What follows belongs to an exercise in optimizing a design on an open flow for small area, a short achievable clock period and few clock cycles per item; a production flow would make more cautious choices.
The RTL was checked by simulation tests, not by an equivalence proof against the original design.
Power is estimated from default activity; no workload was simulated.

[flow/config.mk]
export PLATFORM = sky130hd
export DESIGN_NAME = min_priority_queue_core
export DESIGN_NICKNAME = min_priority_queue_core
export VERILOG_FILES = /design/flow/design.v
export SDC_FILE = /design/flow/constraint.sdc
export NUM_CORES = 4
export LEC_CHECK = 0
export CAP_MARGIN = 20
export CORE_MARGIN = 2
export CORE_UTILIZATION = 40
export SLEW_MARGIN = 20
export SYNTH_HIERARCHICAL = 1
[flow/run.sh]
#!/bin/bash
# synth_recipe.tcl (not shown) runs the flow's synth.tcl, then flattens the netlist and writes it again
# the make line also repeats each setting of config.mk as NAME=value (left out here)
make -C /OpenROAD-flow-scripts/flow DESIGN_CONFIG=/design/flow/config.mk WORK_HOME=/design/flow/orfs CLKGATE_MAP_FILE= SYNTH_SCRIPT=/design/flow/synth_recipe.tcl finish
[flow/constraint.sdc]
create_clock -name core_clock -period 9.0 [get_ports {clock}]
set_input_delay 1.8000 -clock core_clock [delete_from_list [all_inputs] [get_ports {clock}]]
set_output_delay 1.8000 -clock core_clock [all_outputs]
set_load 0.01 [all_outputs]
[flow/design.v]
package mpq_pkg;
   localparam int CAPACITY_DEF = 64;
   localparam int KEY_W        = 32;
   localparam int OPCODE_W     = 2;
   localparam int COUNT_W      = 7;
   localparam int STATUS_W     = 2;
   localparam logic [OPCODE_W-1:0] OP_INSERT = 2'd0;
   localparam logic [OPCODE_W-1:0] OP_REMOVE = 2'd1;
   localparam logic [OPCODE_W-1:0] OP_PEEK   = 2'd2;
   localparam logic [STATUS_W-1:0] ST_OK    = 2'd0;
   localparam logic [STATUS_W-1:0] ST_EMPTY = 2'd1;
   localparam logic [STATUS_W-1:0] ST_FULL  = 2'd2;
   typedef struct packed {
      logic [OPCODE_W-1:0]     opcode;
      logic signed [KEY_W-1:0] key;
   } req_item_type;
   typedef struct packed {
      logic signed [KEY_W-1:0] min_key;
      logic [COUNT_W-1:0]      entry_count;
      logic [STATUS_W-1:0]     status;
   } rsp_item_type;
endpackage
module mpq_ram #(
   parameter int WIDTH = 32
) (
   input  logic             sel_keep,
   input  logic             sel_prev,
   input  logic             sel_new,
   input  logic             sel_next,
   input  logic [WIDTH-1:0] cur,
   input  logic [WIDTH-1:0] prev,
   input  logic [WIDTH-1:0] key,
   input  logic [WIDTH-1:0] next,
   output logic [WIDTH-1:0] d
);
   assign d = ({WIDTH{sel_keep}} & cur)
            | ({WIDTH{sel_prev}} & prev)
            | ({WIDTH{sel_new}}  & key)
            | ({WIDTH{sel_next}} & next);
endmodule
module mpq_ctrl #(
   parameter int WIDTH = 32,
   localparam int LV   = $clog2(WIDTH)
) (
   input  logic [WIDTH-1:0] key,
   input  logic [WIDTH-1:0] nb,
   output logic             gt
);
   logic [WIDTH-1:0] a;
   logic [WIDTH-1:0] g [LV+1];
   logic [WIDTH-1:0] p [LV+1];
   assign a    = {~key[WIDTH-1], key[WIDTH-2:0]};
   assign g[0] = a & nb;
   assign p[0] = a | nb;
   for (genvar l = 1; l <= LV; l++) begin : g_lvl
      for (genvar j = 0; j < (WIDTH >> l); j++) begin : g_node
         assign g[l][j] = g[l-1][2*j+1] | (p[l-1][2*j+1] & g[l-1][2*j]);
         assign p[l][j] = p[l-1][2*j+1] & p[l-1][2*j];
      end
      assign g[l][WIDTH-1:(WIDTH >> l)] = '0;
      assign p[l][WIDTH-1:(WIDTH >> l)] = '0;
   end
   assign gt = g[LV][0];
endmodule
module min_priority_queue_core #(
   parameter int CAPACITY = mpq_pkg::CAPACITY_DEF
) (
   input  logic                  clock,
   input  logic                  reset,
   input  logic                  req_valid,
   output logic                  req_ready,
   input  mpq_pkg::req_item_type req_item,
   output logic                  rsp_valid,
   input  logic                  rsp_ready,
   output mpq_pkg::rsp_item_type rsp_item
);
   localparam int W  = mpq_pkg::KEY_W;
   localparam int CW = $clog2(CAPACITY + 1);
   logic                          req_ready_ff;
   logic                          s1_valid;
   mpq_pkg::req_item_type         s1_item;
   logic                          out_valid;
   mpq_pkg::rsp_item_type         out_item;
   logic                          spare_valid;
   mpq_pkg::rsp_item_type         spare_item;
   logic [W-1:0]                  mem [CAPACITY];
   logic [W-1:0]                  mem_in [CAPACITY];
   logic [CW-1:0]                 cnt_ff, cnt_in;
   logic                          apply;
   logic                          full;
   logic                          empty;
   logic                          ins;
   logic                          rem;
   logic [mpq_pkg::STATUS_W-1:0]  status_in;
   mpq_pkg::rsp_item_type         res_item;
   logic [W-1:0]                  nb;
   logic [CAPACITY-1:0]           gt;      
   logic                          s1_valid_in;
   logic                          out_valid_in;
   logic                          spare_valid_in;
   logic                          take;
   logic                          out_load_res;
   logic                          out_load_spare;
   logic                          spare_load;
   assign full  = (cnt_ff == CW'(CAPACITY));
   assign empty = (cnt_ff == '0);
   assign apply = s1_valid && !spare_valid;
   assign ins   = apply && (s1_item.opcode == mpq_pkg::OP_INSERT) && !full;
   assign rem   = apply && (s1_item.opcode == mpq_pkg::OP_REMOVE) && !empty;
   assign nb    = {s1_item.key[W-1], ~s1_item.key[W-2:0]};
   for (genvar i = 0; i < CAPACITY; i++) begin : g_slot
      logic             cmp;
      logic             take_i;
      logic             sel_keep, sel_prev, sel_new, sel_next;
      logic [W-1:0]     prev_key, next_key;
      mpq_ctrl #(
         .WIDTH (W)
      ) u_cmp (
         .key (mem[i]),
         .nb  (nb),
         .gt  (cmp)
      );
      assign gt[i]  = (cnt_ff <= CW'(i)) || cmp;
      assign take_i = ins && gt[i];
      if (i == 0) begin : g_first
         assign prev_key = '0;
         assign sel_keep = !rem && !take_i && !reset;
         assign sel_prev = 1'b0;
         assign sel_new  = take_i && !reset;
         assign sel_next = rem && (cnt_ff != CW'(1)) && !reset;
      end else begin : g_rest
         assign prev_key = mem[i-1];
         assign sel_keep = !rem && !take_i;
         assign sel_prev = take_i && gt[i-1];
         assign sel_new  = take_i && !gt[i-1];
         assign sel_next = rem;
      end
      if (i == CAPACITY - 1) begin : g_last
         assign next_key = '0;
      end else begin : g_inner
         assign next_key = mem[i+1];
      end
      mpq_ram #(
         .WIDTH (W)
      ) u_sel (
         .sel_keep (sel_keep),
         .sel_prev (sel_prev),
         .sel_new  (sel_new),
         .sel_next (sel_next),
         .cur      (mem[i]),
         .prev     (prev_key),
         .key      (s1_item.key),
         .next     (next_key),
         .d        (mem_in[i])
      );
   end
   always_comb begin
      status_in = mpq_pkg::ST_OK;
      if (s1_item.opcode == mpq_pkg::OP_INSERT) begin
         if (full) status_in = mpq_pkg::ST_FULL;
      end else if (empty) begin
         status_in = mpq_pkg::ST_EMPTY;
      end
      cnt_in = cnt_ff;
      if (ins) begin
         cnt_in = cnt_ff + CW'(1);
      end else if (rem) begin
         cnt_in = cnt_ff - CW'(1);
      end
   end
   assign res_item.min_key     = mem_in[0];
   assign res_item.entry_count = cnt_in;
   assign res_item.status      = status_in;
   assign take           = out_valid && rsp_ready;
   assign out_load_res   = apply && (!out_valid || rsp_ready);
   assign out_load_spare = spare_valid && rsp_ready;
   assign spare_load     = apply && out_valid && !rsp_ready;
   assign s1_valid_in    = (req_valid && req_ready_ff) || (s1_valid && !apply);
   assign out_valid_in   = apply || spare_valid || (out_valid && !rsp_ready);
   assign spare_valid_in = (spare_valid && !rsp_ready) || spare_load;
   always_ff @(posedge clock) begin
      if (reset) begin
         req_ready_ff <= 1'b1;
         s1_valid     <= 1'b0;
         out_valid    <= 1'b0;
         spare_valid  <= 1'b0;
         cnt_ff       <= '0;
      end else begin
         req_ready_ff <= !s1_valid_in || !spare_valid_in;
         s1_valid     <= s1_valid_in;
         out_valid    <= out_valid_in;
         spare_valid  <= spare_valid_in;
         cnt_ff       <= cnt_in;
      end
      if (req_ready_ff) begin
         s1_item <= req_item;
      end
      if (out_load_res) begin
         out_item <= res_item;
      end else if (out_load_spare) begin
         out_item <= spare_item;
      end
      if (spare_load) begin
         spare_item <= res_item;
      end
      for (int i = 0; i < CAPACITY; i++) begin
         mem[i] <= mem_in[i];
      end
   end
   assign req_ready = req_ready_ff;
   assign rsp_valid = out_valid;
   assign rsp_item  = out_item;
endmodule
==> out/results.txt, run 1 <==
Status -> no timing/DRC/antenna violations
Setup TNS -> 0 ns
Reg2reg setup slack -> 3.12 ns
Final Skew -> 0.0579 ns
Clock latency (worst-skew pair) -> 0.96 ns
TritonCTS Buffers -> 243
Synth Register Bits -> 2175
CP Class -> reg -> reg
Compound-gate portion of the synthesized area -> 0.431
Row count -> 201
Pint -> 17.4 mW
Crit end category -> flip-flop
Detail Route Antenna Nets -> 0
Tmin final -> 5.88 ns
F_max -> 0.170 GHz
CTS clk-pin slew, worst paths -> 0.06 ns
Synth top area cells -> dfxtp_1 (34%), a22oi_1 (27%), nand2_1 (7.0%)
Avg WL per Cell -> 29.3 µm
Mux cell area share after synthesis -> 0.000540
Share of layout cells above drive strength 1 -> 0.0806
Drt drc -> 0
CTS H-tree depth -> 4
Hold Crit Class -> reg -> reg
Final max-slew violation count -> 0
I/O Buffers -> 80
Maximum VDD drop -> 0.183 mV
Post-Synth Adder-Cell Area -> 0.0117
Most used DFF post-synth -> dfxtp_1
# resized after CTS -> 0
TritonRoute pass-1 iters -> 9
Startpoint types -> flip-flop
CTS Buffer Depth -> 4
Max-cap viol count -> 0
Largest net degree at the start of global routing -> 191
CTS tree -> built
Leakage power -> 51.7 nW
Gr usage total -> 0.333
Endpoints failing hold -> 0
Post-DP HPWL -> 360 mm
Final setup viols -> 0
WHS Path Cells -> 2
Initial DRC count -> 19500
Setup WS pre-CTS -> 3.47 ns
GR Overflow Total -> 0
Worst reg2reg path startpoint -> s1_item[3]
Min-Delay Startpoint -> spare_item[20]
Worst hold slack -> 0.520 ns
Reg area -> 44700 µm²
Area growth from synthesis to layout -> 10.6%
Setup ws final -> 3.12 ns
Wirelength, routed -> 540 mm
Filler Cell Count -> 30100
Post-Synth Simple-Gate Area -> 0.137
Post-CTS Setup Repair Bufs -> 0
Combinational power share -> 0.121
WP data arrival -> 6.79 ns
Ys async rst share -> 0
RR Endpoint -> mem[42][26]
CP cell instances -> buf_4 > inv_8 > buf_12 > a22o_1 > a211oi_2 > o31ai_1 > and3_1 > o311ai_1 > nand3_1 > nor3b_1 > inv_1 > nor2_2 > buf_4 > a22oi_1 > nand2_1
Most frequent cells in the layout -> a22oi_1 (4353), nand2_1 (2235), dfxtp_1 (2055)
# IOs -> 81
Worst path bufs/invs -> 5
Layout Nets -> 14300
Die height -> 553 µm
Synthesized area -> 120000 µm²
Net Switching -> 7.39 mW
CP dominant cell by count -> buf_4
Vias -> 131000
Power density over the cells -> 186 nW/µm²
DR vias/cell -> 7.09
Clock root cell -> clkbuf_16
CTS Sinks -> 2175
Die Wd -> 553 µm
Max FO, Critical Path -> 75
Final core utilization -> 0.444
Switching Share -> 0.299
Syn avg cell area -> 8.40 µm²
Vias in the first global route -> 121000
Cell family with most CP delay -> simple AND/OR/NAND/NOR gates
Area fraction of the dominant cell type after synthesis -> 0.342
Hold endpoint -> out_item[20]
Largest family of logic cells by synthesized area -> compound AO/OA/AOI/OAI gates
Die Area -> 306000 µm²
Clock power frac -> 0.422
Post-route clock period utilization -> 0.653
Yosys cell types -> 76
Ys Warns -> 13
EDFF count, synth -> 116
Post-Synth XOR/XNOR Area -> 0.000291
Synth area leader -> dfxtp_1
RSZ-0062 raised after global routing -> no
Initial antenna violation count -> 18
First-pass GRT wire length -> 805 mm
Actual slew at the worst max-slew pin -> 1.26 ns
Max incr delay on CP -> 0.89 ns
Starting Density -> 0.402
Synth Instances -> 14400
Multi-input logic area -> 71100 µm²
CORE AREA -> 300000 µm²
Sequential element share of the synthesized area -> 0.371
Final Cell Area -> 133000 µm²
Hold buffer count at cts -> 0
Placer Congestion -> 0.942
Slew margin rel. -> 0.160
Commonest non-fill, non-tap cell in the layout -> a22oi_1
Sequential share of power -> 0.457
Placed cell area -> 125000 µm²
WP data required -> 9.92 ns
Worst Reg-to-Reg Cells -> 15
Slowest-stage cell, CP -> nor3b_1
layer usage:
| layer | track usage | vias to the layer above | wire (µm) |
|---|---|---|---|
| li1 | - | 57400 | - |
| met1 | 0.448 | 63500 | 218000 |
| met2 | 0.497 | 8127 | 231000 |
| met3 | 0.0726 | 1564 | 58300 |
| met4 | 0.178 | 14 | 32000 |
| met5 | 0 | - | 92 |
cell type report:
class,count,area share
multi-input combinational,11300,0.534
sequential,2175,0.336
clock buffer,368,0.0551
tap,3958,0.0372
timing repair buffer,414,0.0270
clock inverter,80,0.00644
inverter,119,0.00478
antenna,5,0.0000939
synth_stat cells (72+ instances only):
cell type  instances
a21o_1           131
a21oi_1          715
a22o_1           129
a22oi_1         4353
a31oi_1          386
and2_1            91
and3_1           142
buf_2            608
buf_6            196
dfxtp_1         2059
edfxtp_1         116
inv_1            118
nand2_1         2235
nand3_1           72
nor2_1           912
nor3_1           225
nor4_1           145
o21ai_2           75
o22ai_1          448
o31ai_1          193
o32ai_1          129
cells by family (layout without fill, tap and decap cells):
logic type                 Yosys count  after routing
buffers and inverters              948            981
other                                1             74
DFF                               2175           2175
muxes                                6              6
and+or+nand+nor                   3951           3951
adders and majority gates          132            132
xor gates and xnor gates             4              4
AOI/OAI and AO/OA                 7136           7136
registers in the layout, summed over array words and instances (netlist names), 7 cells and up:
name,count
mem,2048
out_item,41
spare_item,41
s1_item,34
cnt_ff,7
per-stage QoR:
step,std cells,power [mW]
after global placement,18000,14.3
final,18400,24.7
after CTS,18400,24.7
after floorplan,14400,13.1
after detailed placement,18000,14.3
after global routing,18400,25.5
power by group through the flow:
stage	registers [mW]	clock network, mW	logic [mW]
5_1_grt	11.4	10.9	3.19
3_3_place_gp	11.5	0	2.84
2_1_floorplan	11.2	0	1.89
4_1_cts	11.3	10.5	2.89
3_5_place_dp	11.5	0	2.88
6_report	11.3	10.4	2.99
worst register-to-register path: stages (launching register included):
cell and delay, ns:
edfxtp_1 0.32, buf_4 0.73, inv_8 0.44, buf_12 0.36
a22o_1 0.43, a211oi_2 0.21, o31ai_1 0.12, and3_1 0.21
o311ai_1 0.30, nand3_1 0.26, nor3b_1 0.89, inv_1 0.24
nor2_2 0.66, buf_4 0.37, a22oi_1 0.17, nand2_1 0.12
worst max path at each step:
stage	to	slack, ns	start	depth (start not counted)
6_report	mem[42][26]	3.12	s1_item[3]	15
5_1_grt	out_item[11]	3.01	s1_item[21]	16
4_1_cts	out_item[11]	3.47	s1_item[21]	16
3_5_place_dp	mem[42][26]	3.47	s1_item[3]	15
3_3_place_gp	mem[42][26]	3.52	s1_item[3]	15
2_1_floorplan	mem[1][0]	2.42	s1_item[22]	12
Testbench counts, summed over its fixed seeds: cycles 12,016, items 12,000.
==> inputs of run 2 (changes only) <==
--- a/flow/design.v
+++ b/flow/design.v
@@ -81,2 +81,6 @@
    mpq_pkg::req_item_type         s1_item;
+   logic                          s2_valid;
+   mpq_pkg::req_item_type         s2_item;
+   logic [CAPACITY-1:0]           gt_ff;       
+   logic [CAPACITY-1:0]           gt_in;
    logic                          out_valid;
@@ -89,2 +93,3 @@
    logic                          apply;
+   logic                          adv;
    logic                          full;
@@ -96,7 +101,8 @@
    logic [W-1:0]                  nb;
-   logic [CAPACITY-1:0]           gt;      
+   logic [CAPACITY-1:0]           cmp;         
+   logic                          cmp_new;     
    logic                          s1_valid_in;
+   logic                          s2_valid_in;
    logic                          out_valid_in;
    logic                          spare_valid_in;
-   logic                          take;
    logic                          out_load_res;
@@ -106,8 +112,15 @@
    assign empty = (cnt_ff == '0);
-   assign apply = s1_valid && !spare_valid;
-   assign ins   = apply && (s1_item.opcode == mpq_pkg::OP_INSERT) && !full;
-   assign rem   = apply && (s1_item.opcode == mpq_pkg::OP_REMOVE) && !empty;
+   assign apply = s2_valid && !spare_valid;
+   assign adv   = s1_valid && (!s2_valid || apply);
+   assign ins   = apply && (s2_item.opcode == mpq_pkg::OP_INSERT) && !full;
+   assign rem   = apply && (s2_item.opcode == mpq_pkg::OP_REMOVE) && !empty;
    assign nb    = {s1_item.key[W-1], ~s1_item.key[W-2:0]};
+   mpq_ctrl #(
+      .WIDTH (W)
+   ) u_cmp_new (
+      .key (s2_item.key),
+      .nb  (nb),
+      .gt  (cmp_new)
+   );
    for (genvar i = 0; i < CAPACITY; i++) begin : g_slot
-      logic             cmp;
       logic             take_i;
@@ -115,2 +128,3 @@
       logic [W-1:0]     prev_key, next_key;
+      logic             cmp_prev, cmp_next;
       mpq_ctrl #(
@@ -120,8 +134,8 @@
          .nb  (nb),
-         .gt  (cmp)
+         .gt  (cmp[i])
       );
-      assign gt[i]  = (cnt_ff <= CW'(i)) || cmp;
-      assign take_i = ins && gt[i];
+      assign take_i = ins && gt_ff[i];
       if (i == 0) begin : g_first
          assign prev_key = '0;
+         assign cmp_prev = 1'b0;
          assign sel_keep = !rem && !take_i && !reset;
@@ -132,5 +146,6 @@
          assign prev_key = mem[i-1];
+         assign cmp_prev = cmp[i-1];
          assign sel_keep = !rem && !take_i;
-         assign sel_prev = take_i && gt[i-1];
-         assign sel_new  = take_i && !gt[i-1];
+         assign sel_prev = take_i && gt_ff[i-1];
+         assign sel_new  = take_i && !gt_ff[i-1];
          assign sel_next = rem;
@@ -139,4 +154,6 @@
          assign next_key = '0;
+         assign cmp_next = 1'b0;
       end else begin : g_inner
          assign next_key = mem[i+1];
+         assign cmp_next = cmp[i+1];
       end
@@ -151,3 +168,3 @@
          .prev     (prev_key),
-         .key      (s1_item.key),
+         .key      (s2_item.key),
          .next     (next_key),
@@ -155,2 +172,5 @@
       );
+      assign gt_in[i] = (cnt_in <= CW'(i))
+                     || (sel_keep && cmp[i]) || (sel_prev && cmp_prev)
+                     || (sel_new && cmp_new) || (sel_next && cmp_next);
    end
@@ -158,3 +178,3 @@
       status_in = mpq_pkg::ST_OK;
-      if (s1_item.opcode == mpq_pkg::OP_INSERT) begin
+      if (s2_item.opcode == mpq_pkg::OP_INSERT) begin
          if (full) status_in = mpq_pkg::ST_FULL;
@@ -173,3 +193,2 @@
    assign res_item.status      = status_in;
-   assign take           = out_valid && rsp_ready;
    assign out_load_res   = apply && (!out_valid || rsp_ready);
@@ -177,3 +196,4 @@
    assign spare_load     = apply && out_valid && !rsp_ready;
-   assign s1_valid_in    = (req_valid && req_ready_ff) || (s1_valid && !apply);
+   assign s1_valid_in    = (req_valid && req_ready_ff) || (s1_valid && !adv);
+   assign s2_valid_in    = adv || (s2_valid && !apply);
    assign out_valid_in   = apply || spare_valid || (out_valid && !rsp_ready);
@@ -184,2 +204,3 @@
          s1_valid     <= 1'b0;
+         s2_valid     <= 1'b0;
          out_valid    <= 1'b0;
@@ -188,4 +209,5 @@
       end else begin
-         req_ready_ff <= !s1_valid_in || !spare_valid_in;
+         req_ready_ff <= !s1_valid_in || !s2_valid_in || !spare_valid_in;
          s1_valid     <= s1_valid_in;
+         s2_valid     <= s2_valid_in;
          out_valid    <= out_valid_in;
@@ -196,2 +218,6 @@
          s1_item <= req_item;
+      end
+      if (adv) begin
+         s2_item <= s1_item;
+         gt_ff   <= gt_in;
       end
--- a/flow/config.mk
+++ b/flow/config.mk
@@ -10,2 +10,3 @@
 export CORE_UTILIZATION = 40
+export SETUP_SLACK_MARGIN = 5
 export SLEW_MARGIN = 20
==> out/results.txt, run 2 <==
Final setup viols -> 0
Synth top area cells -> dfxtp_1 (33%), a22oi_1 (26%), nand2_1 (7.0%)
Clock root cell -> clkbuf_16
Post-Synth Adder-Cell Area -> 0.0115
Gr usage total -> 0.336
Area fraction of the dominant cell type after synthesis -> 0.330
Clock latency (worst-skew pair) -> 0.94 ns
TritonRoute pass-1 iters -> 9
Post-Synth Simple-Gate Area -> 0.135
TritonCTS Buffers -> 271
Final Skew -> 0.0602 ns
Synth Instances -> 14700
CTS H-tree depth -> 5
Finished Layout Cells -> 19000
Starting Density -> 0.402
Post-DP HPWL -> 368 mm
CP Class -> reg -> reg
Most used DFF post-synth -> dfxtp_1
Startpoint types -> flip-flop
Inst Count DP -> 18500
Endpoints failing hold -> 0
CTS Buffer Depth -> 4
Syn avg cell area -> 8.52 µm²
Synth Register Bits -> 2274
Hold buffer count at cts -> 0
Compound-gate portion of the synthesized area -> 0.423
Area growth from synthesis to layout -> 11.3%
Commonest cells post-synth -> a22oi_1 (4365), nand2_1 (2331), dfxtp_1 (2060)
Filler Cell Count -> 31500
F_max -> 0.235 GHz
Placer Congestion -> 0.968
Placed cell area -> 129000 µm²
CTS Sinks -> 2274
Maximum VDD drop -> 0.148 mV
Tmin final -> 4.25 ns
Hold Crit Class -> reg -> reg
Count leader, synth -> a22oi_1
EDFF count, synth -> 214
Sequential element share of the synthesized area -> 0.381
Ys async rst share -> 0
Ys Warns -> 13
Die height -> 563 µm
Biggest regs -> mem (2048), gt_ff (64)
CORE AREA -> 311000 µm²
I/O Buffers -> 80
Largest net degree at the start of global routing -> 215
Slew margin rel. -> 0.181
Yosys cell types -> 82
Initial antenna violation count -> 13
Setup TNS -> 0 ns
Max FO, Critical Path -> 120
Setup WS pre-CTS -> 4.08 ns
Actual slew at the worst max-slew pin -> 1.23 ns
Wirelength, routed -> 565 mm
Vias -> 135000
Row count -> 205
Largest family of logic cells by synthesized area -> compound AO/OA/AOI/OAI gates
Worst hold slack -> 0.466 ns
Status -> no timing/DRC/antenna violations
Most frequent cells in the layout -> a22oi_1 (4365), nand2_1 (2328), dfxtp_1 (2059)
Share of layout cells above drive strength 1 -> 0.0806
Final Cell Area -> 139000 µm²
# IOs -> 81
Avg WL per Cell -> 29.7 µm
Die Area -> 317000 µm²
Post-route clock period utilization -> 0.473
Layout Nets -> 14700
Initial DRC count -> 18500
Leakage power -> 53.7 nW
Largest register by flop count -> mem
CTS clk-pin slew, worst paths -> 0.06 ns
Final max-slew violation count -> 0
Post-Synth XOR/XNOR Area -> 0.000340
Power density over the cells -> 190 nW/µm²
DR vias/cell -> 7.11
Reg2reg setup slack -> 4.75 ns
GR Overflow Total -> 0
Crit end category -> flip-flop
Vias in the first global route -> 127000
Max FFs per register -> 2048
Drt drc -> 0
Detail Route Antenna Nets -> 0
WP data required -> 9.63 ns
Synth area leader -> dfxtp_1
CTS tree -> built
WP data arrival -> 4.88 ns
Commonest non-fill, non-tap cell in the layout -> a22oi_1
Max-cap viol count -> 0
Synthesized area -> 125000 µm²
First-pass GRT wire length -> 831 mm
Mux cell area share after synthesis -> 0.00297
Die Wd -> 563 µm
RSZ-0062 raised after global routing -> yes
Setup ws final -> 4.75 ns
[run 2: cell count changes after synthesis, moves of 18 or more]
cell / previous run / this run
a222oi_1: 0 / 19
o21ai_0: 17 / 40
nor3_1: 225 / 202
and3_1: 142 / 195
buf_2: 608 / 584
nor2_1: 912 / 875
a21oi_1: 715 / 733
nand2_1: 2235 / 2331
a221oi_1: 1 / 20
nand3_1: 72 / 93
mux2i_1: 2 / 36
clkbuf_1: 19 / 48
edfxtp_1: 116 / 214
[run 2: area by class of cell]
cell class / count / area [µm²] / area share
clock inverters: 81 / 928 / 0.00667
clock buffers: 407 / 7960 / 0.0572
inverters: 112 / 591 / 0.00424
repair buffers: 435 / 4110 / 0.0295
flip-flops and latches: 2274 / 47700 / 0.342
repair inverters: 4 / 22.5 / 0.000162
diodes: 11 / 27.5 / 0.000198
multi-input cells: 11500 / 72800 / 0.523
well taps: 4140 / 5180 / 0.0372
[run 2: power by group]
part	internal, mW	switching (mW)	leakage [nW]
registers	10.9	1.20	18.5
clock network	6.51	4.80	4.36
logic	1.17	1.91	30.8
[run 2: final timing paths]
kind | end | startpoint | cells past startpoint
worst min-delay path | s2_item[24] | s1_item[24] | 0
worst max register to register | gt_ff[13] | s1_item[10] | 13
worst min register to register | s2_item[24] | s1_item[24] | 0
worst max-delay path | gt_ff[13] | s1_item[10] | 13
[run 2: critical path, stage by stage (launching register included)]
cell	delay (ns)
edfxtp_1	0.40
clkinvlp_4	0.18
buf_12	0.22
buf_6	0.51
o22a_1	0.27
o21ai_2	0.07
o22ai_1	0.11
maj3_2	0.30
o311ai_1	0.43
nand3_1	0.27
mux2i_1	0.33
nor2_1	0.08
a221oi_1	0.23
nand2_1	0.08
[run 2: what timing repair did]
item	4_1_cts	5_1_grt
cloned	9	5
gates resized for setup	56	48
endpoints found under the hold margin	0	0
setup buffers	23	9
setup endpoints to repair	1021	479
pin swaps	6	3
[run 2: cell families (layout without fill, tap and decap cells)]
logic type / count (synthesis) / after routing
simple gates: 4026 / 4029
xor+xnor: 4 / 4
fa+ha+maj: 135 / 135
mux: 37 / 37
compound gates: 7261 / 7262
flops: 2274 / 2274
buf+inv: 943 / 1039
other cells: 1 / 80
[run 2: routing by layer]
layer / up-vias / track usage / share of wire
li1: 59000 / - / -
met1: 65800 / 0.423 / 0.38
met2: 8162 / 0.522 / 0.44
met3: 2007 / 0.0792 / 0.11
met4: 8 / 0.199 / 0.067
met5: - / 0 / 0.000089
[run 2: per-stage QoR]
stage / total power [mW] / utilization
6_report: 26.5 / 0.447
5_1_grt: 27.3 / 0.447
4_1_cts: 26.4 / 0.446
3_5_place_dp: 15.2 / 0.416
3_3_place_gp: 15.2 / 0.416
2_1_floorplan: 13.9 / -
Testbench counts of run 2, summed over its fixed seeds: cycles 12,024, items 12,000.
==> inputs of run 3 (changes only) <==
--- a/flow/design.v
+++ b/flow/design.v
@@ -78,2 +78,3 @@
    localparam int CW = $clog2(CAPACITY + 1);
+   localparam int RW = mpq_pkg::KEY_W + mpq_pkg::COUNT_W + mpq_pkg::STATUS_W;
    logic                          req_ready_ff;
@@ -92,2 +93,3 @@
    logic [CW-1:0]                 cnt_ff, cnt_in;
+   logic                          full_ff, empty_ff;    
    logic                          apply;
@@ -96,4 +98,7 @@
    logic                          empty;
-   logic                          ins;
-   logic                          rem;
+   logic                          ins;         
+   logic                          rem;         
+   logic                          ins_ff, rem_ff, ins_in, rem_in;
+   logic [mpq_pkg::OPCODE_W-1:0]  s2_op_in;
+   logic                          out_hold;
    logic [mpq_pkg::STATUS_W-1:0]  status_in;
@@ -110,8 +115,8 @@
    logic                          spare_load;
-   assign full  = (cnt_ff == CW'(CAPACITY));
-   assign empty = (cnt_ff == '0);
+   assign full  = full_ff;
+   assign empty = empty_ff;
    assign apply = s2_valid && !spare_valid;
    assign adv   = s1_valid && (!s2_valid || apply);
-   assign ins   = apply && (s2_item.opcode == mpq_pkg::OP_INSERT) && !full;
-   assign rem   = apply && (s2_item.opcode == mpq_pkg::OP_REMOVE) && !empty;
+   assign ins   = ins_ff;
+   assign rem   = rem_ff;
    assign nb    = {s1_item.key[W-1], ~s1_item.key[W-2:0]};
@@ -129,2 +134,4 @@
       logic             cmp_prev, cmp_next;
+      logic             key_gt;
+      logic             fix_next;
       mpq_ctrl #(
@@ -134,4 +141,5 @@
          .nb  (nb),
-         .gt  (cmp[i])
+         .gt  (key_gt)
       );
+      assign cmp[i] = (cnt_ff <= CW'(i)) || key_gt;
       assign take_i = ins && gt_ff[i];
@@ -144,2 +152,3 @@
          assign sel_next = rem && (cnt_ff != CW'(1)) && !reset;
+         assign fix_next = rem;
       end else begin : g_rest
@@ -151,2 +160,3 @@
          assign sel_next = rem;
+         assign fix_next = rem;
       end
@@ -154,3 +164,3 @@
          assign next_key = '0;
-         assign cmp_next = 1'b0;
+         assign cmp_next = 1'b1;
       end else begin : g_inner
@@ -172,5 +182,4 @@
       );
-      assign gt_in[i] = (cnt_in <= CW'(i))
-                     || (sel_keep && cmp[i]) || (sel_prev && cmp_prev)
-                     || (sel_new && cmp_new) || (sel_next && cmp_next);
+      assign gt_in[i] = (sel_keep && cmp[i]) || (sel_prev && cmp_prev)
+                     || (sel_new && cmp_new) || (fix_next && cmp_next);
    end
@@ -200,2 +209,8 @@
    assign spare_valid_in = (spare_valid && !rsp_ready) || spare_load;
+   assign out_hold       = !out_load_res && !out_load_spare;
+   assign s2_op_in       = adv ? s1_item.opcode : s2_item.opcode;
+   assign ins_in         = s2_valid_in && !spare_valid_in && (s2_op_in == mpq_pkg::OP_INSERT)
+                        && (cnt_in != CW'(CAPACITY));
+   assign rem_in         = s2_valid_in && !spare_valid_in && (s2_op_in == mpq_pkg::OP_REMOVE)
+                        && (cnt_in != '0);
    always_ff @(posedge clock) begin
@@ -208,2 +223,6 @@
          cnt_ff       <= '0;
+         full_ff      <= 1'b0;
+         empty_ff     <= 1'b1;
+         ins_ff       <= 1'b0;
+         rem_ff       <= 1'b0;
       end else begin
@@ -215,2 +234,6 @@
          cnt_ff       <= cnt_in;
+         full_ff      <= (cnt_in == CW'(CAPACITY));
+         empty_ff     <= (cnt_in == '0);
+         ins_ff       <= ins_in;
+         rem_ff       <= rem_in;
       end
@@ -223,7 +246,5 @@
       end
-      if (out_load_res) begin
-         out_item <= res_item;
-      end else if (out_load_spare) begin
-         out_item <= spare_item;
-      end
+      out_item <= ({RW{out_load_res}} & res_item)
+                | ({RW{out_load_spare}} & spare_item)
+                | ({RW{out_hold}} & out_item);
       if (spare_load) begin
==> flow/flow/run.sh (new file) <==
#!/bin/bash
set -euo pipefail
bash standard.sh SETUP_SLACK_MARGIN=6 finish > standard.log 2>&1
==> flow/standard.sh (new file) <==
#!/bin/bash
# synth_recipe.tcl (not shown) runs the flow's synth.tcl, then flattens the netlist and writes it again
# the make line also repeats each setting of config.mk as NAME=value (left out here)
make -C /OpenROAD-flow-scripts/flow DESIGN_CONFIG=/design/flow/config.mk WORK_HOME=/design/flow/orfs CLKGATE_MAP_FILE= SYNTH_SCRIPT=/design/flow/synth_recipe.tcl "${@:-finish}"
--- a/flow/config.mk
+++ b/flow/config.mk
@@ -10,2 +10,4 @@
 export CORE_UTILIZATION = 40
+export CTS_CLUSTER_DIAMETER = 80
+export CTS_CLUSTER_SIZE = 20
 export SETUP_SLACK_MARGIN = 5
removed: flow/run.sh
==> out/results.txt, run 3 <==
Die Wd -> 564 µm
Vias in the first global route -> 123000
Maximum VDD drop -> 0.150 mV
CTS Sinks -> 2278
Hold buffer count at cts -> 0
Share of layout cells above drive strength 1 -> 0.114
GR Overflow Total -> 0
Gr usage total -> 0.344
Most used DFF post-synth -> dfxtp_1
Endpoints failing hold -> 0
CTS Buffer Depth -> 4
Actual slew at the worst max-slew pin -> 1.16 ns
CP cell instances -> clkinvlp_4 > buf_12 > nor2_1 > nor4_1 > a2111oi_0 > nor2_1 > a21oi_1 > nand3_1 > a211o_1 > a221oi_1 > o21ai_1
Cell family with most CP delay -> compound AO/OA/AOI/OAI gates
Commonest cells post-synth -> a22oi_1 (4420), nand2_1 (2277), dfxtp_1 (2105)
CTS tree -> built
WP data arrival -> 4.20 ns
F_max -> 0.281 GHz
Filler Cell Count -> 31000
Yosys cell types -> 84
Largest net degree at the start of global routing -> 181
Clock latency (worst-skew pair) -> 0.90 ns
RSZ-0062 raised after global routing -> yes
Final Skew -> 0.0622 ns
# IOs -> 81
Layout Nets -> 14800
Placer Congestion -> 0.916
Area growth from synthesis to layout -> 13.6%
Sequential element share of the synthesized area -> 0.378
Power density over the cells -> 187 nW/µm²
CP Class -> reg -> reg
Final Cell Area -> 142000 µm²
Wirelength, routed -> 580 mm
Synth area leader -> dfxtp_1
Most frequent cells in the layout -> a22oi_1 (4382), nand2_1 (2275), dfxtp_1 (2055)
CTS clk-pin slew, worst paths -> 0.09 ns
Ys Warns -> 13
DR vias/cell -> 7.11
Starting Density -> 0.402
Crit end category -> flip-flop
Area fraction of the dominant cell type after synthesis -> 0.336
Synth Instances -> 14800
Synth top area cells -> dfxtp_1 (34%), a22oi_1 (26%), nand2_1 (6.8%)
Biggest regs -> mem (2048), gt_ff (64)
Synth Register Bits -> 2278
Status -> no timing/DRC/antenna violations
Row count -> 205
Syn avg cell area -> 8.49 µm²
Count leader, synth -> a22oi_1
WP data required -> 9.64 ns
Die Area -> 318000 µm²
Final setup viols -> 0
Avg WL per Cell -> 30.5 µm
TritonRoute pass-1 iters -> 9
CP dominant cell by count -> nor2_1
Max-cap viol count -> 0
Initial DRC count -> 21100
Max FFs per register -> 2048
Leakage power -> 53.8 nW
Slew margin rel. -> 0.228
Max incr delay on CP -> 0.48 ns
Placed cell area -> 130000 µm²
Die height -> 564 µm
Slowest-stage cell, CP -> nor2_1
CTS H-tree depth -> 4
TritonCTS Buffers -> 155
I/O Buffers -> 80
Synthesized area -> 125000 µm²
Post-DP HPWL -> 347 mm
Post-route clock period utilization -> 0.395
Ys async rst share -> 0
Detail Route Antenna Nets -> 0
Drt drc -> 0
First-pass GRT wire length -> 846 mm
CORE AREA -> 312000 µm²
Worst path bufs/invs -> 2
EDFF count, synth -> 173
Largest register by flop count -> mem
Setup TNS -> 0 ns
Clock root cell -> clkbuf_16
Commonest non-fill, non-tap cell in the layout -> a22oi_1
Vias -> 135000
Hold Crit Class -> reg -> reg
Initial antenna violation count -> 15
Final max-slew violation count -> 0
Startpoint types -> flip-flop
Max FO, Critical Path -> 129
Tmin final -> 3.56 ns
## run 3: tightest hold or removal path, cell delays in order (launching register included)
cell	delay, ns
dfxtp_2	0.33
nand2_1	0.05
nand2_1	0.04
## run 3: logic make-up after synthesis
kind of cell / synth area share
simple gates: 0.134
compound gates: 0.428
buf+inv: 0.0476
flops: 0.378
xor+xnor: 0.000280
mux: 0.00104
fa+ha+maj: 0.0115
other cells: 0.0000299
## run 3: where the power goes
part           internal (mW)  switching (mW)
registers               11.6            2.37
logic                   2.30            2.88
clock network           3.49            4.06
total                   17.4            9.30
## run 3: layout make-up
cell class                 count  area [µm²]  share of cell area
sequential                  2278       47400               0.333
timing repair buffer         604        7500              0.0527
inverter                     140         928             0.00652
multi-input combinational  11600       76400               0.536
tap                         4140        5180              0.0364
antenna                       20        50.0            0.000352
timing repair inverter        22         185             0.00130
clock buffer                 196        4210              0.0296
clock inverter                54         514             0.00361
## run 3: worst paths after layout
| path | depth (start not counted) | slack (ns) | from | endpoint |
|---|---|---|---|---|
| hold / removal | 2 | 0.45 | out_item[30] | out_item[30] |
| hold reg to reg | 2 | 0.45 | out_item[30] | out_item[30] |
| setup / recovery | 11 | 5.44 | s1_item[26] | gt_ff[9] |
| setup reg to reg | 11 | 5.44 | s1_item[26] | gt_ff[9] |
## run 3: through the flow
step | util | total power, mW | std cells | hold WS, ns | setup slack (ns)
final | 0.456 | 26.7 | 19000 | 0.449 | 5.44
after global routing | 0.456 | 27.7 | 19000 | 0.466 | 5.49
after CTS | 0.451 | 26.3 | 19000 | 0.450 | 5.65
after detailed placement | 0.416 | 18.5 | 18500 | 0.435 | 4.42
after global placement | 0.416 | 18.4 | 18500 | 0.438 | 4.54
after floorplan | - | 16.6 | 14800 | 0.417 | 4.34
## run 3: per-layer routing
layer	up-vias	global-route usage	share of wire
li1	59400	-	-
met1	65400	0.479	0.41
met2	8999	0.483	0.40
met3	1452	0.0912	0.13
met4	8	0.177	0.058
met5	-	0	0.000086
## run 3: timing repair
item                        CTS  global route
setup endpoints to repair  1085           372
pin swaps                   176           135
buffers inserted            122            26
gates resized for setup     899           226
gates cloned                 73            10
Testbench counts of run 3, summed over its fixed seeds: cycles 12,024, items 12,000.
==> inputs of run 4 (changes only) <==
--- a/flow/design.v
+++ b/flow/design.v
@@ -79,3 +79,4 @@
    localparam int RW = mpq_pkg::KEY_W + mpq_pkg::COUNT_W + mpq_pkg::STATUS_W;
-   logic                          req_ready_ff;
+   logic                          req_ready_ff;    
+   logic                          take_req;        
    logic                          s1_valid;
@@ -105,3 +106,3 @@
    mpq_pkg::rsp_item_type         res_item;
-   logic [W-1:0]                  nb;
+   logic [W-1:0]                  nb;          
    logic [CAPACITY-1:0]           cmp;         
@@ -122,2 +123,3 @@
    assign nb    = {s1_item.key[W-1], ~s1_item.key[W-2:0]};
+   assign take_req = !s1_valid || !s2_valid || !spare_valid;
    mpq_ctrl #(
@@ -205,3 +207,3 @@
    assign spare_load     = apply && out_valid && !rsp_ready;
-   assign s1_valid_in    = (req_valid && req_ready_ff) || (s1_valid && !adv);
+   assign s1_valid_in    = (req_valid && take_req) || (s1_valid && !adv);
    assign s2_valid_in    = adv || (s2_valid && !apply);
@@ -239,3 +241,3 @@
       end
-      if (req_ready_ff) begin
+      if (take_req) begin
          s1_item <= req_item;
==> flow/flow/run.sh (replaced) <==
#!/bin/bash
set -euo pipefail
bash standard.sh SETUP_SLACK_MARGIN=5.75 finish > standard.log 2>&1
==> out/results.txt, run 4 <==
GR Overflow Total -> 0
Count leader, synth -> a22oi_1
Largest net degree at the start of global routing -> 192
TritonRoute pass-1 iters -> 7
Hold endpoint -> out_item[32]
EDFF count, synth -> 173
CTS tree -> built
Inst Count DP -> 18500
Global Route met2 Usage -> 0.471
Vias -> 134000
Post-route clock period utilization -> 0.389
Initial antenna violation count -> 16
Sequential share of power -> 0.527
Final max-slew violation count -> 0
Gr usage total -> 0.331
DR vias/cell -> 7.06
Final Skew -> 0.0639 ns
Leakage power -> 52.9 nW
CP Class -> reg -> reg
Placer Congestion -> 0.939
Drt drc -> 0
Switching Share -> 0.351
CTS clk-pin slew, worst paths -> 0.10 ns
Max FFs per register -> 2048
Reg area -> 47400 µm²
Synth Instances -> 14800
Crit end category -> flip-flop
I/O Buffers -> 80
Synth Register Bits -> 2278
Row count -> 205
F_max -> 0.286 GHz
Min-Delay Startpoint -> out_item[32]
Area growth from synthesis to layout -> 11.5%
Clock latency (worst-skew pair) -> 0.92 ns
Most used DFF post-synth -> dfxtp_1
Maximum VDD drop -> 0.133 mV
Grt met3 use -> 0.0728
Post-DP HPWL -> 356 mm
Met1 Track Usage GR -> 0.463
Max incr delay on CP -> 0.87 ns
WP data arrival -> 4.15 ns
Power density over the cells -> 191 nW/µm²
Endpoints failing hold -> 0
Largest register by flop count -> mem
Synth area leader -> dfxtp_1
Initial DRC count -> 20800
Final core utilization -> 0.448
Share of layout cells above drive strength 1 -> 0.100
RR Endpoint -> gt_ff[32]
Detail Route Antenna Nets -> 0
Worst Reg-to-Reg Cells -> 7
Finished Layout Cells -> 18900
Layout Nets -> 14700
CTS Sinks -> 2278
Max-cap viol count -> 0
Startpoint types -> flip-flop
CORE AREA -> 312000 µm²
Vias in the first global route -> 120000
Commonest non-fill, non-tap cell in the layout -> a22oi_1
Avg WL per Cell -> 30.1 µm
Area fraction of the dominant cell type after synthesis -> 0.336
Die Area -> 318000 µm²
Actual slew at the worst max-slew pin -> 1.29 ns
Starting Density -> 0.402
CP cell instances -> buf_4 > buf_4 > nand3_1 > o21ai_0 > o211ai_1 > a221oi_1 > o21ai_1
Synthesized area -> 125000 µm²
Tmin final -> 3.50 ns
WHS Path Cells -> 2
Die height -> 564 µm
Net Switching -> 9.35 mW
Setup TNS -> 0 ns
Sequential element share of the synthesized area -> 0.378
Yosys cell types -> 83
Syn avg cell area -> 8.48 µm²
CP dominant cell by count -> buf_4
Multi-input logic area -> 75700 µm²
First-pass GRT wire length -> 817 mm
Biggest regs -> mem (2048), gt_ff (64)
Combinational power share -> 0.192
Hold buffer count at cts -> 0
Worst reg2reg path startpoint -> cnt_ff[2]
Slew margin rel. -> 0.138
Synth top area cells -> dfxtp_1 (34%), a22oi_1 (26%), nand2_1 (6.8%)
CTS Buffer Depth -> 4
Max FO, Critical Path -> 22
Final setup viols -> 0
Clock power frac -> 0.281
Wirelength, routed -> 569 mm
Commonest cells post-synth -> a22oi_1 (4419), nand2_1 (2280), dfxtp_1 (2105)
Die Wd -> 564 µm
RSZ-0062 raised after global routing -> yes
Reg2reg setup slack -> 5.50 ns
Hold Crit Class -> reg -> reg
Ys Warns -> 13
WP data required -> 9.64 ns
# IOs -> 81
Ys async rst share -> 0
Most frequent cells in the layout -> a22oi_1 (4384), nand2_1 (2278), dfxtp_1 (2065)
Pint -> 17.3 mW
Filler Cell Count -> 31300
CTS H-tree depth -> 4
Slowest-stage cell, CP -> o21ai_0
Clock root cell -> clkbuf_16
Status -> no timing/DRC/antenna violations
Global routing's busiest layer -> met2
TritonCTS Buffers -> 151
-- run 4: worst max-delay path by stage --
stage | from | to | slack, ns | cells after the start
finish | cnt_ff[2] | gt_ff[32] | 5.50 | 7
floorplan | s1_item[10] | gt_ff[11] | 4.34 | 11
global placement | s1_item[11] | gt_ff[32] | 4.38 | 12
detailed placement | s1_item[11] | gt_ff[34] | 4.31 | 11
CTS | s1_item[3] | gt_ff[34] | 5.58 | 12
global route | s1_item[3] | gt_ff[53] | 5.50 | 14
-- run 4: critical path: cells and delay by family, from the launching register on --
| family | cells | cell delay [ns] |
|---|---|---|
| AO/OA/AOI/OAI | 4 | 1.64 |
| buffers and inverters | 2 | 0.72 |
| flip-flops | 1 | 0.32 |
| AND/OR/NAND/NOR | 1 | 0.53 |
-- run 4: power groups by stage --
stage | clock, mW | combinational, mW | sequential (mW)
floorplan | 0 | 3.38 | 13.3
global placement | 0 | 4.52 | 14.1
detailed placement | 0 | 4.60 | 14.1
CTS | 7.55 | 4.83 | 13.9
global route | 7.87 | 5.54 | 14.2
finish | 7.48 | 5.11 | 14.1
-- run 4: cell families (layout without fill, tap and decap cells) --
group,after synthesis,after routing,share of synthesized area
buffers and inverters,989,910,0.0476
and+or+nand+nor,3997,4005,0.134
AOI/OAI and AO/OA,7357,7357,0.427
xor gates and xnor gates,6,6,0.000419
muxes,17,17,0.00138
other,1,76,0.0000299
adders and majority gates,135,135,0.0115
DFF,2278,2278,0.378
-- run 4: repair_timing --
item	CTS	global route
cloned	33	20
pin swaps	48	189
gates resized for setup	612	284
buffers inserted	43	44
setup endpoints to repair	452	489
-- run 4: cell type report --
type                            count  share of cell area
Antenna cell                        7            0.000125
Clock buffer                      191              0.0294
Clock inverter                     55             0.00384
Inverter                          136             0.00641
Multi-Input combinational cell  11600               0.541
Sequential cell                  2278               0.339
Tap cell                         4140              0.0370
Timing Repair Buffer              517              0.0425
Timing Repair inverter             11            0.000617
-- run 4: through the flow --
stage                     cell area (µm²)  hold WS, ns  power [mW]  setup WS [ns]
after floorplan                    126000        0.426        16.7           4.34
after global placement             130000        0.434        18.7           4.38
after detailed placement           130000        0.431        18.7           4.31
after CTS                          138000        0.444        26.3           5.58
after global routing               140000        0.462        27.6           5.50
final                              140000        0.440        26.6           5.50
-- run 4: routing by layer --
metal | vias to the layer above | wire, µm | part of all wire
met5 | - | 242 | 0.00043
met4 | 14 | 36600 | 0.064
met3 | 1423 | 68900 | 0.12
met2 | 8688 | 230000 | 0.40
met1 | 64300 | 233000 | 0.41
li1 | 59300 | - | -
Testbench counts of run 4, summed over its fixed seeds: cycles 12,024, items 12,000.
==> inputs of run 5 (changes only) <==
--- a/flow/design.v
+++ b/flow/design.v
@@ -49,2 +49,3 @@
    logic [WIDTH-1:0] a;
+   logic [WIDTH-1:0] b;
    logic [WIDTH-1:0] g [LV+1];
@@ -52,4 +53,5 @@
    assign a    = {~key[WIDTH-1], key[WIDTH-2:0]};
-   assign g[0] = a & nb;
-   assign p[0] = a | nb;
+   assign b    = ~nb;
+   assign g[0] = b & ~a;
+   assign p[0] = b | ~a;
    for (genvar l = 1; l <= LV; l++) begin : g_lvl
@@ -62,3 +64,3 @@
    end
-   assign gt = g[LV][0];
+   assign gt = !(g[LV][0] || p[LV][0]);
 endmodule
@@ -184,4 +186,15 @@
       );
-      assign gt_in[i] = (sel_keep && cmp[i]) || (sel_prev && cmp_prev)
-                     || (sel_new && cmp_new) || (fix_next && cmp_next);
+      mpq_ram #(
+         .WIDTH (1)
+      ) u_fix (
+         .sel_keep (sel_keep),
+         .sel_prev (sel_prev),
+         .sel_new  (sel_new),
+         .sel_next (fix_next),
+         .cur      (cmp[i]),
+         .prev     (cmp_prev),
+         .key      (cmp_new),
+         .next     (cmp_next),
+         .d        (gt_in[i])
+      );
    end
==> out/results.txt, run 5 <==
F_max -> 0.301 GHz
WHS Path Cells -> 2
Largest net degree at the start of global routing -> 196
Hold buffer count at cts -> 0
Post-DP HPWL -> 355 mm
WP data arrival -> 3.99 ns
CTS H-tree depth -> 4
Worst Reg-to-Reg Cells -> 9
Gr usage total -> 0.329
Synth top area cells -> dfxtp_1 (34%), a22oi_1 (27%), nand2_1 (7.9%)
CTS clk-pin slew, worst paths -> 0.09 ns
Startpoint types -> flip-flop
Post-route clock period utilization -> 0.369
Clock power frac -> 0.268
Hold endpoint -> out_item[33]
Switching Share -> 0.366
Max-cap viol count -> 0
Synth area leader -> dfxtp_1
Avg WL per Cell -> 30.5 µm
Filler Cell Count -> 30500
Most frequent cells in the layout -> a22oi_1 (4360), nand2_1 (2590), dfxtp_1 (2064)
TritonRoute pass-1 iters -> 12
RSZ-0062 raised after global routing -> yes
Pint -> 18.5 mW
Combinational power share -> 0.225
Initial DRC count -> 24700
Final max-slew violation count -> 0
CP cell instances -> buf_4 > inv_1 > buf_4 > nor2_2 > o21ai_1 > nor2_2 > o21bai_1 > a22oi_1 > nand2_1
Count leader, synth -> a22oi_1
Vias in the first global route -> 121000
Hold Crit Class -> reg -> reg
Ys async rst share -> 0
Starting Density -> 0.402
Wirelength, routed -> 558 mm
Sequential share of power -> 0.507
Final setup viols -> 0
Area fraction of the dominant cell type after synthesis -> 0.343
Total power -> 29.1 mW
Slowest-stage cell, CP -> nor2_2
I/O Buffers -> 80
Maximum VDD drop -> 0.131 mV
Placed cell area -> 128000 µm²
Power density over the cells -> 215 nW/µm²
Layout Nets -> 14100
Multi-input logic area -> 71500 µm²
First-pass GRT wire length -> 802 mm
Worst path bufs/invs -> 3
EDFF count, synth -> 173
Status -> no timing/DRC/antenna violations
Worst reg2reg path startpoint -> cnt_ff[3]
RR Endpoint -> gt_ff[60]
Biggest regs -> mem (2048), gt_ff (64)
Clock root cell -> clkbuf_16
Share of layout cells above drive strength 1 -> 0.0852
Commonest non-fill, non-tap cell in the layout -> a22oi_1
CORE AREA -> 306000 µm²
Synth Instances -> 14100
Commonest cells post-synth -> a22oi_1 (4392), nand2_1 (2590), dfxtp_1 (2105)
Placer Congestion -> 0.925
Vias -> 134000
Reg area -> 47400 µm²
Die height -> 558 µm
GR Overflow Total -> 0
Reg2reg setup slack -> 5.68 ns
Die Wd -> 558 µm
Endpoints failing hold -> 0
Final Cell Area -> 136000 µm²
Synthesized area -> 123000 µm²
CTS tree -> built
Final Skew -> 0.0578 ns
Clock latency (worst-skew pair) -> 0.94 ns
Cell family with most CP delay -> simple AND/OR/NAND/NOR gates
Syn avg cell area -> 8.68 µm²
Leakage power -> 50.8 nW
Initial antenna violation count -> 31
CP Class -> reg -> reg
Crit end category -> flip-flop
# IOs -> 81
Most used DFF post-synth -> dfxtp_1
Area growth from synthesis to layout -> 10.5%
CTS Sinks -> 2278
Tmin final -> 3.32 ns
Ys Warns -> 13
TritonCTS Buffers -> 154
Max FFs per register -> 2048
CTS Buffer Depth -> 4
Actual slew at the worst max-slew pin -> 1.16 ns
Max FO, Critical Path -> 30
Largest register by flop count -> mem
Min-Delay Startpoint -> out_item[33]
Worst hold slack -> 0.443 ns
WP data required -> 9.67 ns
Slew margin rel. -> 0.225
Max incr delay on CP -> 0.58 ns
Drt drc -> 0
Die Area -> 311000 µm²
Sequential element share of the synthesized area -> 0.386
Yosys cell types -> 58
Synth Register Bits -> 2278
Setup TNS -> 0 ns
DR vias/cell -> 7.31
Row count -> 203
Net Switching -> 10.7 mW
Detail Route Antenna Nets -> 0
run 5: cell types whose count changed after synthesis, moves of 262 or more:
cell      delta
a21oi_1    -640
a222oi_1   +518
a31oi_1    -262
nand2_1    +310
nor2_1     -647
o21ai_0    +503
run 5: worst min-delay path, delay by kind of cell, from the launching register on:
kind          cells  cell delay [ns]
simple gates      2             0.09
flops             1             0.32
run 5: kinds of logic after synthesis:
group                    after synthesis  synth area share
AO/OA/AOI/OAI                       7365             0.449
XOR/XNOR                               5          0.000418
adder cells (fa/ha/maj)                5          0.000510
buffers and inverters               1006            0.0486
flip-flops                          2278             0.386
multiplexers                           1         0.0000815
other                                  2         0.0000612
AND/OR/NAND/NOR                     3473             0.116
run 5: power by group through the flow:
stage          sequential [mW]  combinational [mW]  clock (mW)
2_1_floorplan             13.8                4.36           0
3_3_place_gp              14.8                5.88           0
3_5_place_dp              14.8                5.97           0
4_1_cts                   14.6                6.08        7.87
5_1_grt                   15.0                7.09        8.20
6_report                  14.8                6.55        7.81
run 5: metal layers:
layer  up-vias  wire, µm  global-route usage
met5         -       287             0.00479
met4        25     24700               0.121
met3      1387     74200              0.0841
met2      9230    230000               0.473
met1     65200    228000               0.469
li1      58100         -                   -
run 5: what timing repair did:
action,in CTS,in global routing
resized for setup,377,206
endpoints found under the setup margin,996,514
cloned,20,18
pin swaps,7,80
setup buffers,53,74
run 5: final cells by class:
cell class,instances,area share
multi-input combinational,10900,0.527
sequential,2278,0.350
timing repair buffer,546,0.0419
tap,4100,0.0378
clock buffer,200,0.0312
inverter,173,0.00603
clock inverter,63,0.00555
timing repair inverter,14,0.000719
antenna,18,0.000332
run 5: how the worst max path moves through the flow:
stage	start	to	slack [ns]	cells past startpoint
after floorplan	s1_item[31]	gt_ff[0]	4.34	6
after global placement	reset	out_item[29]	4.51	6
after detailed placement	reset	out_item[28]	4.42	6
after CTS	out_item[4]	rsp_item[4]	5.70	1
after global routing	s1_item[3]	gt_ff[55]	5.69	11
final	cnt_ff[3]	gt_ff[60]	5.68	9
run 5: metrics by stage:
stage	utilization	instances	worst slack (ns)
detailed placement	0.417	17900	4.42
CTS	0.437	18200	5.70
floorplan	-	14200	4.34
finish	0.444	18300	5.68
global route	0.444	18300	5.69
global placement	0.417	17900	4.51
Testbench counts of run 5, summed over its fixed seeds: cycles 12,024, items 12,000.

-- static timing again, ports no longer ideal --
The results above use ideal ports. As a check the final layouts listed here were re-extracted and re-timed, cells and wires unchanged.
Step 1 sets driving cells, clkbuf_16 on the clock port and buf_2 on the other inputs (assumed; they add their load-dependent delay and slew).
Step 2 adds t to the input delays and takes it off the output delays; t is the mean of the earliest and latest rising clock arrival at the registers after step 1. Input paths then give back, and output paths get back, about the clock's delay inside the block.
a / b / c = ideal ports / drivers / drivers and shift; a / b = the first two.
run	t (ns)	setup WS [ns]	worst hold slack (ns)	worst register clock-pin slew, ns
run 1	1.039	3.121 / 3.121 / 3.121	0.520 / 0.520 / 0.520	0.07 / 0.07
run 2	1.018	4.746 / 4.746 / 4.746	0.466 / 0.466 / 0.466	0.06 / 0.06
run 3	0.976	5.440 / 5.440 / 5.196	0.449 / 0.449 / 0.449	0.10 / 0.10
run 4	1.004	5.499 / 5.499 / 4.990	0.440 / 0.440 / 0.440	0.10 / 0.10
run 5	0.998	5.679 / 5.656 / 4.951	0.443 / 0.443 / 0.443	0.10 / 0.10
After both steps setup and hold are still met in every run listed. The setup slack of run 5, which loses most, moves by -0.023 ns with the drivers and by -0.728 ns with both steps.
